Background: an optimization exercise with open tools, aiming at small area, a short achievable clock period and few clock cycles. Do not read the settings as production practice.
Only simulation tests tie the RTL to the original design; equivalence was not proved.
Power figures rest on the tool's default switching activity, not on a simulated workload.

Design redmule_streamer, start of the top module:
module redmule_streamer (
  input  logic                   clk_i,
  input  logic                   rst_n_i,
  input  logic                   x_start_i,
  input  streamer_pkg::ch_cfg_t  x_cfg_i,
  output logic                   x_valid_o,
  input  logic                   x_ready_i,
  output streamer_pkg::data_t    x_data_o,
  output logic                   x_done_o,
  input  logic                   w_start_i,
  input  streamer_pkg::ch_cfg_t  w_cfg_i,
  output logic                   w_valid_o,
  input  logic                   w_ready_i,
  output streamer_pkg::data_t    w_data_o,
  output logic                   w_done_o,
  input  logic                   y_start_i,
  input  streamer_pkg::ch_cfg_t  y_cfg_i,
  output logic                   y_valid_o,
  input  logic                   y_ready_i,
  output streamer_pkg::data_t    y_data_o,
  output logic                   y_done_o,
  input  logic                   z_start_i,
  input  streamer_pkg::ch_cfg_t  z_cfg_i,
  input  logic                   z_valid_i,
  output logic                   z_ready_o,
  input  streamer_pkg::data_t    z_data_i,
  output logic                   z_done_o,
  output logic                   mem_req_o,
  output streamer_pkg::mem_req_t mem_req_data_o,
  input  logic                   mem_gnt_i,
  input  streamer_pkg::mem_rsp_t mem_rsp_i
);
For scale: ~570 flip-flops, about 570 I/O pins, about 24000 um2 of cells after synthesis.
==> module tcdm_arbiter, before the edit <==
module tcdm_arbiter (
  input  logic                                         clk_i,
  input  logic                                         rst_n_i,
  input  logic [4-1:0]                    elig_i,
  input  logic [4*32-1:0]   addr_i,
  input  logic [4*32-1:0]   stride_i,
  input  logic                                         mem_gnt_i,
  output logic                                         req_o,
  output streamer_pkg::addr_t                          addr_o,
  output logic [4-1:0]                    sel_o,
  output logic [4-1:0]                    fire_o,
  output streamer_pkg::addr_t                          addr_inc_o
);
  localparam int unsigned N_CH = 4;
  localparam int unsigned AW   = 32;
  logic                req_q;
  logic [N_CH-1:0]     sel_q;
  streamer_pkg::addr_t addr_q;
  streamer_pkg::addr_t stride_q;
  streamer_pkg::addr_t inc_q;
  logic [N_CH-1:0]     cand;
  logic [N_CH-1:0]     pick;
  logic [N_CH-1:0]     sel_nx;
  logic                hold;
  streamer_pkg::addr_t addr_d;
  streamer_pkg::addr_t stride_d;
  streamer_pkg::addr_t inc_d;
  assign cand = elig_i & ~(req_q ? sel_q : '0);
  always_comb begin
    logic [2*N_CH-1:0] dbl;
    logic              found;
    pick  = '0;
    found = 1'b0;
    dbl   = {cand, cand};
    for (int unsigned p = 0; p < N_CH; p++) begin
      if (sel_q[p]) begin
        for (int unsigned off = 1; off <= N_CH; off++) begin
          if (!found && dbl[p + off]) begin
            found = 1'b1;
            pick[(p + off) % N_CH] = 1'b1;
          end
        end
      end
    end
  end
  assign hold   = req_q && !mem_gnt_i;
  assign sel_nx = hold ? sel_q : pick;
  assign req_o  = req_q;
  assign addr_o = addr_q;
  assign sel_o  = sel_q;
  assign fire_o = (req_q && mem_gnt_i) ? sel_q : '0;
  always_comb begin
    addr_d   = '0;
    stride_d = '0;
    for (int unsigned c = 0; c < N_CH; c++) begin
      addr_d   = addr_d   | ({AW{sel_nx[c]}} & addr_i[c*AW +: AW]);
      stride_d = stride_d | ({AW{sel_nx[c]}} & stride_i[c*AW +: AW]);
    end
  end
  always_ff @(posedge clk_i) begin
    if (!rst_n_i) begin
      req_q <= 1'b0;
      sel_q <= N_CH'(1);
    end else if (!hold) begin
      req_q <= (cand != '0);
      if (cand != '0) begin
        sel_q <= pick;
      end
    end
  end
  always_comb begin
    logic [AW-1:0] g;
    logic [AW-1:0] p;
    logic [AW-1:0] gn;
    logic [AW-1:0] pn;
    g = addr_q & stride_q;
    p = addr_q ^ stride_q;
    for (int unsigned lvl = 0; lvl < $clog2(AW); lvl++) begin
      gn = g;
      pn = p;
      for (int unsigned i = 0; i < AW; i++) begin
        if (i[lvl]) begin
          gn[i] = g[i] | (p[i] & g[((i >> lvl) << lvl) - 1]);
          pn[i] = p[i] & p[((i >> lvl) << lvl) - 1];
        end
      end
      g = gn;
      p = pn;
    end
    inc_d = (addr_q ^ stride_q) ^ {g[AW-2:0], 1'b0};
  end
  always_ff @(posedge clk_i) begin
    addr_q   <= addr_d;
    stride_q <= stride_d;
    inc_q    <= inc_d;
  end
  assign addr_inc_o = inc_q;
endmodule
==> flow/config.mk <==
export PLATFORM = sky130hd
export DESIGN_NAME = redmule_streamer
export DESIGN_NICKNAME = redmule_streamer
export VERILOG_FILES = /design/flow/design.v
export SDC_FILE = /design/flow/constraint.sdc
export NUM_CORES = 4
export LEC_CHECK = 0
export ABC_AREA = 1
export CAP_MARGIN = 20
export CORE_MARGIN = 2
export CORE_UTILIZATION = 60
export CTS_CLUSTER_DIAMETER = 100
export CTS_CLUSTER_SIZE = 20
export PLACE_DENSITY = 0.72
export SETUP_SLACK_MARGIN = 3.0
export SLEW_MARGIN = 20
==> flow/constraint.sdc <==
create_clock -name core_clock -period 5.5 [get_ports {clk_i}]
set_input_delay 1.1000 -clock core_clock [delete_from_list [all_inputs] [get_ports {clk_i}]]
set_output_delay 1.1000 -clock core_clock [all_outputs]
set_load 0.01 [all_outputs]
standard.sh (not shown) runs the stock make flow with config.mk's settings and CLKGATE_MAP_FILE= SYNTH_SCRIPT=/design/flow/synth_recipe.tcl, a recipe that flattens the netlist after the stock synthesis.
==> flow/flow/run.sh <==
#!/bin/bash
# The standard layout, with the smallest buffer on every input and output port.
set -euo pipefail
cd "$(dirname "$0")/.."
export BUFFER_PORTS_ARGS="-buffer_cell sky130_fd_sc_hd__buf_1"
bash standard.sh > standard.log 2>&1
Testbench counts at the start, summed over its fixed seeds: cycles 11,327.
==> next run, changes <==
--- a/flow/design.v
+++ b/flow/design.v
@@ -262,6 +262,7 @@
   streamer_pkg::addr_t inc_q;
   logic [N_CH-1:0]     cand;
   logic [N_CH-1:0]     pick;
+  logic [N_CH-1:0]     pri_q [N_CH];
   logic [N_CH-1:0]     sel_nx;
   logic                hold;
   streamer_pkg::addr_t addr_d;
@@ -269,18 +270,14 @@
   streamer_pkg::addr_t inc_d;
   assign cand = elig_i & ~(req_q ? sel_q : '0);
   always_comb begin
-    logic [2*N_CH-1:0] dbl;
-    logic              found;
-    pick  = '0;
-    found = 1'b0;
-    dbl   = {cand, cand};
-    for (int unsigned p = 0; p < N_CH; p++) begin
-      if (sel_q[p]) begin
-        for (int unsigned off = 1; off <= N_CH; off++) begin
-          if (!found && dbl[p + off]) begin
-            found = 1'b1;
-            pick[(p + off) % N_CH] = 1'b1;
-          end
+    for (int unsigned c = 0; c < N_CH; c++) begin
+      pick[c] = cand[c];
+      for (int unsigned j = 0; j < N_CH; j++) begin
+        if (j < c && cand[j] && pri_q[j][c]) begin
+          pick[c] = 1'b0;
+        end
+        if (j > c && cand[j] && !pri_q[c][j]) begin
+          pick[c] = 1'b0;
         end
       end
     end
@@ -303,11 +300,26 @@
     if (!rst_n_i) begin
       req_q <= 1'b0;
       sel_q <= N_CH'(1);
+      for (int unsigned i = 0; i < N_CH; i++) begin
+        for (int unsigned j = i + 1; j < N_CH; j++) begin
+          pri_q[i][j] <= 1'b1;
+        end
+      end
     end else if (!hold) begin
       req_q <= (cand != '0);
       if (cand != '0) begin
         sel_q <= pick;
       end
+      for (int unsigned i = 0; i < N_CH; i++) begin
+        for (int unsigned j = i + 1; j < N_CH; j++) begin
+          if (pick[j]) begin
+            pri_q[i][j] <= 1'b1;
+          end
+          if (pick[i]) begin
+            pri_q[i][j] <= 1'b0;
+          end
+        end
+      end
     end
   end
   always_comb begin
Clock skew fell by 0.0050 ns.
Area after synthesis fell by 1.9%.
Worst hold slack got worse by 0.052 ns.
Worst setup slack improved by 0.050 ns.
Via count fell by 4.1%.
Routed wire length fell by about 5.5%.
First-iteration DRC count fell by about 0.5%.
Clock-buffer cell count rose by 1.
Power fell by 8.2%.
Testbench counts after the change, summed over its fixed seeds: cycles 11,314.

-- static timing again, ports no longer ideal --
In the flow no input, the clock included, has a driving cell. The finished layouts below were timed again as built, in two steps.
Step 1, drivers: a clkbuf_16 drives clk_i and a buf_2 each remaining input, both assumed.
Step 2 times the ports against the registers' clock, not the clock port: input delays grow and output delays shrink by t, the midpoint of the rising clock arrivals with the driver on.
Three values: ideal ports, drivers, drivers and shift; two values: the first two.
| run | t, ns | slack for setup (ns) | hold slack, ns | slew at the worst register clock pin (ns) | cell pins on the clock port's net |
|---|---|---|---|---|---|
| the first run | 0.619 | 2.968 / 2.968 / 2.365 | 0.514 / 0.514 / 0.514 | 0.09 / 0.09 | 1 |
| the second run | 0.612 | 3.019 / 2.999 / 2.442 | 0.463 / 0.463 / 0.463 | 0.09 / 0.09 | 1 |
After both steps setup and hold are still met in every run listed. For the first run, which loses most, drivers alone change the setup slack by 0.000 ns; drivers and shift together by -0.603 ns.
